This design comes from an exercise in tuning for small area on the open sky130 flow, not from production work. The RTL was checked by simulation tests, not by an equivalence proof against the original design. The clock port is modelled as an ideal driver, which makes a skipped or thinned clock tree look cheaper than it is; a real chip needs a root buffer or a tree. Power and IR drop assume default switching activity.

Design network_tx, start of the top module:
module network_tx (
  input  logic        tx_clock,
  input  logic        rst,
  input  logic        udp_tx_request,
  input  logic [15:0] udp_tx_length,
  input  logic [7:0]  udp_tx_data,
  output logic        udp_tx_enable,
  output logic        udp_tx_active,
  input  logic        run,
  input  logic [47:0] local_mac,
  input  logic [31:0] local_ip,
  input  logic [47:0] dest_mac,
  input  logic [31:0] dest_ip,
  input  logic [15:0] dest_port,
  output logic [7:0]  phy_txd,
  output logic        phy_tx_en
);
Size: roughly 640 cells after synthesis, about 160 flip-flops, roughly 220 I/O pins, ~7300 sq um of cells after synthesis.
clock: 10.0 ns
lec_check: 0
cap_margin: 20
core_margin: 2
core_utilization: 40
gpl_timing_driven: 0
slew_margin: 20
standard.sh (not shown) runs the stock make flow with config.mk's settings and CLKGATE_MAP_FILE= SYNTH_SCRIPT=/design/flow/synth_recipe.tcl, a recipe that flattens the netlist after the stock synthesis.
==> flow/flow/run.sh <==
#!/bin/bash
# The standard layout (standard.sh) with these changes:
#  - synthesis maps the logic with an area-oriented abc script (deepsyn,
#    then area-recovering mapping) and leaves
#    adders to abc instead of half/full-adder cells (registers are mapped
#    before either step, so they are the standard synthesis's registers)
#  - each port gets the smallest buffer, sky130_fd_sc_hd__buf_1
set -euo pipefail
rm -rf scripts
cp -r "$FLOW_HOME/scripts" scripts
cp flow/abc_area.script scripts/abc_speed.script
export SCRIPTS_DIR="$PWD/scripts"
export ADDER_MAP_FILE=
export BUFFER_PORTS_ARGS="-buffer_cell sky130_fd_sc_hd__buf_1"
export CTS_ARGS="-sink_clustering_enable -repair_clock_nets -dont_use_dummy_load -buf_list sky130_fd_sc_hd__clkbuf_8"
bash standard.sh > standard.log 2>&1
==> flow/flow/abc_area.script <==
&get -n
&st
&deepsyn -T 60
&dch
&nf -R 1000
&put
The baseline went through all stages and came out clean.
Then changed:
--- a/flow/flow/run.sh
+++ b/flow/flow/run.sh
@@ -1,9 +1,9 @@
 #!/bin/bash
 # The standard layout (standard.sh) with these changes:
-#  - synthesis maps the logic with an area-oriented abc script (deepsyn,
-#    then area-recovering mapping) and leaves
+#  - synthesis maps the logic with an area-oriented abc script and leaves
 #    adders to abc instead of half/full-adder cells (registers are mapped
 #    before either step, so they are the standard synthesis's registers)
 #  - each port gets the smallest buffer, sky130_fd_sc_hd__buf_1
+#  - the clock tree uses clkbuf_8 and no dummy loads
 set -euo pipefail
 rm -rf scripts
==> flow/flow/abc_area.script (replaced) <==
&get -n
&st
&dch
&nf -R 1000
&put
GPL_TIMING_DRIVEN = not set   (was 0)
=> The changed run ran to the end with no violations. Die area grows by 2.6%. Routed wire length grows by 1.0%. Total power grows by 1.2%.

* * *

Setup of v6:
network_tx, a different RTL version from the one above (not shown whole).
Size: roughly 160 flip-flops, about 220 I/O pins, about 7200 um^2 of cells after synthesis.
Design network_tx, start of the top module:
module network_tx (
  input  logic        tx_clock,
  input  logic        rst,
  input  logic        udp_tx_request,
  input  logic [15:0] udp_tx_length,
  input  logic [7:0]  udp_tx_data,
  output logic        udp_tx_enable,
  output logic        udp_tx_active,
  input  logic        run,
  input  logic [47:0] local_mac,
  input  logic [31:0] local_ip,
  input  logic [47:0] dest_mac,
  input  logic [31:0] dest_ip,
  input  logic [15:0] dest_port,
  output logic [7:0]  phy_txd,
  output logic        phy_tx_en
);
  logic [6:0]  p;
  logic [10:0] pc;         
  logic [47:0] tx_dest_mac;
  logic [31:0] tx_dest_ip;
  logic [15:0] tx_dest_port;
  logic [31:0] crc_q;
  logic [31:0] crc_n;
  logic [15:0] acc;        
  logic        acc_c;      
  logic        acc_g;      
  logic [7:0]  m;          
  logic [7:0]  cd;         
  logic [7:0]  cb;         
  logic [7:0]  ipb;        
  logic [7:0]  macb;       
  logic [10:0] sl;         
  logic        fcs, crc_g;
  assign sl = pc + ((p > 7'd60) ? 11'd56 : 11'd54) + {10'd0, (p == 7'd57) || (p == 7'd79)};
  always_ff @(posedge tx_clock) begin
    if (rst) p <= '0;
    else if (p == 7'd0) p <= udp_tx_request ? 7'd29 : 7'd0;
    else if (p == 7'd81) p <= (pc == 11'd1998) ? 7'd82 : 7'd81;
    else if (p == 7'd99) p <= '0;
    else p <= p + 7'd1;
  end
  always_ff @(posedge tx_clock) begin
    if (p == 7'd29) pc <= udp_tx_length[10:0];
    else pc <= pc - 11'd1;
  end
  assign udp_tx_enable = (p == 7'd30);
  ...
clock: 10.0 ns
lec_check: 0
cap_margin: 20
core_margin: 2
core_utilization: 40
gpl_timing_driven: 0
slew_margin: 20
==> flow/flow/run.sh <==
#!/bin/bash
# The standard layout (standard.sh) with these changes:
#  - synthesis maps the logic with an area-oriented abc script (deepsyn,
#    then area-recovering mapping) and leaves
#    adders to abc instead of half/full-adder cells (registers are mapped
#    before either step, so they are the standard synthesis's registers)
#  - each port gets the smallest buffer, sky130_fd_sc_hd__buf_1
set -euo pipefail
rm -rf scripts
cp -r "$FLOW_HOME/scripts" scripts
cp flow/abc_area.script scripts/abc_speed.script
export SCRIPTS_DIR="$PWD/scripts"
export ADDER_MAP_FILE=
export BUFFER_PORTS_ARGS="-buffer_cell sky130_fd_sc_hd__buf_1"
export DONT_USE_CELLS="sky130_fd_sc_hd__buf_6 sky130_fd_sc_hd__buf_8 sky130_fd_sc_hd__buf_12 sky130_fd_sc_hd__buf_16"
export MY_CTS_TCL="$PWD/flow/my_cts.tcl"
sed -i 's|^log_cmd clock_tree_synthesis {\*}\$cts_args$|source $::env(MY_CTS_TCL)\nmy_cts 3 3 sky130_fd_sc_hd__clkbuf_8 sky130_fd_sc_hd__clkbuf_8\nset_propagated_clock [all_clocks]|' scripts/cts.tcl
grep -q "my_cts 3 3" scripts/cts.tcl
bash standard.sh > standard.log 2>&1
Other scripts of this flow, unchanged in this note and not shown: flow/flow/abc_area.script, flow/flow/my_cts.tcl
Per the final summary, v6 finished and its layout is clean on timing, DRC and antenna.
#### Input delta (v45 over v6)
==> flow/flow/run.sh <==
#!/bin/bash
# The standard layout (standard.sh) with these changes:
#  - synthesis maps the logic with an area-oriented abc script (deepsyn,
#    then area-recovering mapping) and leaves
#    adders to abc instead of half/full-adder cells (registers are mapped
#    before either step, so they are the standard synthesis's registers)
#  - each port gets the smallest buffer, sky130_fd_sc_hd__buf_1
#  - the clock tree is two levels of clkbuf_8 (flow/my_cts.tcl): the
#    flip-flops are split into 3 x 4 balanced groups by position, one leaf
#    buffer per group, one root buffer on the clock port
set -euo pipefail
rm -rf scripts
cp -r "$FLOW_HOME/scripts" scripts
cp flow/abc_area.script scripts/abc_speed.script
export SCRIPTS_DIR="$PWD/scripts"
export ADDER_MAP_FILE=
export BUFFER_PORTS_ARGS="-buffer_cell sky130_fd_sc_hd__buf_1"
sed -i "s/^set_dont_use \$::env(DONT_USE_CELLS)$/set_dont_use \$::env(DONT_USE_CELLS)\nset_dont_use {sky130_fd_sc_hd__buf_6 sky130_fd_sc_hd__buf_8 sky130_fd_sc_hd__buf_12 sky130_fd_sc_hd__buf_16}/" scripts/resize.tcl
grep -q "sky130_fd_sc_hd__buf_6 sky130_fd_sc_hd__buf_8" scripts/resize.tcl
export MY_CTS_TCL="$PWD/flow/my_cts.tcl"
sed -i 's|^log_cmd clock_tree_synthesis {\*}\$cts_args$|source $::env(MY_CTS_TCL)\nmy_cts 3 4 sky130_fd_sc_hd__clkbuf_8 sky130_fd_sc_hd__clkbuf_8\nset_propagated_clock [all_clocks]|' scripts/cts.tcl
grep -q "my_cts 3 4" scripts/cts.tcl
bash standard.sh > standard.log 2>&1
Results
Between v6 and v45, the difference in final design utilization is negligible.
Pre-CTS worst setup slack essentially unchanged between v45 and v6.
Compared with v6, in v45 overall track demand over capacity in global routing was more or less identical, power +1.5%, worst stage delay on the critical path shows a reduction of 0.03 ns, maximum frequency shows an increase of 0.52%, routing usage on met1 lost 0.35 points.
Per the comparison of v45 with v6, worst IR drop on VDD shows an increase of 0.022 mV; power dissipated in the clock network went up by about 11%; endpoint arrival time on the critical path decreased 0.03 ns.
Relative to v45, the following input files were edited for v4:
- changing CAP_MARGIN from 20 to 5
- changing SLEW_MARGIN from 20 to 5
Findings:
- Every run (v45 and v4) finished clean.
- Fraction of layout instances using a drive strength above 1 for v4 is lower than for v45.
- Number of global-route vias before repair | v4 below v45
- The hold slack of v45 and that of v4 are within noise of each other.
- Summary of v4 over v45: final wirelength now sits lower; fraction of the core area covered by cells at the end of the flow now sits lower; final worst-path cycle share now sits higher.
- Delta (v4 minus v45): sequential share of cell area went up 0.20 points; total track usage held; proportion of power drawn by combinational gates held; post-route total power held.
Edits applied to the flow inputs when going from v4 to v47:
- CAP_MARGIN changed from 5 to 20
- SLEW_MARGIN changed from 5 to 20
==> flow/flow/run.sh <==
#!/bin/bash
# The standard layout (standard.sh) with these changes:
#  - synthesis maps the logic with an area-oriented abc script (deepsyn,
#    then area-recovering mapping) and leaves
#    adders to abc instead of half/full-adder cells (registers are mapped
#    before either step, so they are the standard synthesis's registers)
#  - each port gets the smallest buffer, sky130_fd_sc_hd__buf_1
set -euo pipefail
rm -rf scripts
cp -r "$FLOW_HOME/scripts" scripts
cp flow/abc_area.script scripts/abc_speed.script
export SCRIPTS_DIR="$PWD/scripts"
export ADDER_MAP_FILE=
export BUFFER_PORTS_ARGS="-buffer_cell sky130_fd_sc_hd__buf_1"
export MY_CTS_TCL="$PWD/flow/my_cts.tcl"
sed -i 's|^log_cmd clock_tree_synthesis {\*}\$cts_args$|source $::env(MY_CTS_TCL)\nmy_cts 3 3 sky130_fd_sc_hd__clkbuf_8 sky130_fd_sc_hd__clkbuf_8\nset_propagated_clock [all_clocks]|' scripts/cts.tcl
grep -q "my_cts 3 3" scripts/cts.tcl
bash standard.sh > standard.log 2>&1
--- outcome ---
- v47 vs. v4: data required time at the worst endpoint saw little to no change, total power decreased by about 1.3% relative to the old numbers, via count of the first global-routing pass essentially unchanged, worst setup timing slack at the placement stage now sits higher, fraction of area in multi-input gates comparable.
- A slowest stage cell on the critical path of nor2_2 is what v47 shows, while nor2_1 belongs to v4.
No run of this note takes its clock network from TritonCTS; it comes from the design's own scripts or RTL.

what the ideal ports hide:
The results above use ideal ports. As a check the final layouts listed here were re-extracted and re-timed, cells and wires unchanged.
Step 1: set_driving_cell puts a clkbuf_16 on tx_clock and a buf_2 on each other input, an assumption about the parent block.
Step 2 adds t to the input delays and takes it off the output delays; t is the mean of the earliest and latest rising clock arrival at the registers after step 1. Input paths then give back, and output paths get back, about the clock's delay inside the block.
a / b / c = no drivers / after step 1 / after step 2; a / b = the first two.
run | t, ns | setup WS [ns] | latest minus earliest clock arrival (ns)
the first run of note 1 | 0.486 | 2.916 / 2.916 / 2.904 | 0.037 / 0.037
the second run of note 1 | 0.487 | 2.493 / 2.453 / 2.940 | 0.043 / 0.044
v6 | 0.471 | 2.994 / 2.994 / 2.740 | 0.017 / 0.017
v45 | 0.485 | 3.030 / 3.030 / 2.697 | 0.015 / 0.015
v4 | 0.491 | 2.621 / 2.621 / 2.621 | 0.016 / 0.016
v47 | 0.471 | 2.994 / 2.994 / 2.740 | 0.017 / 0.017
After both steps setup and hold are still met in every run listed. The setup slack of v45, which loses most, moves by 0.000 ns with the drivers and by -0.333 ns with both steps.
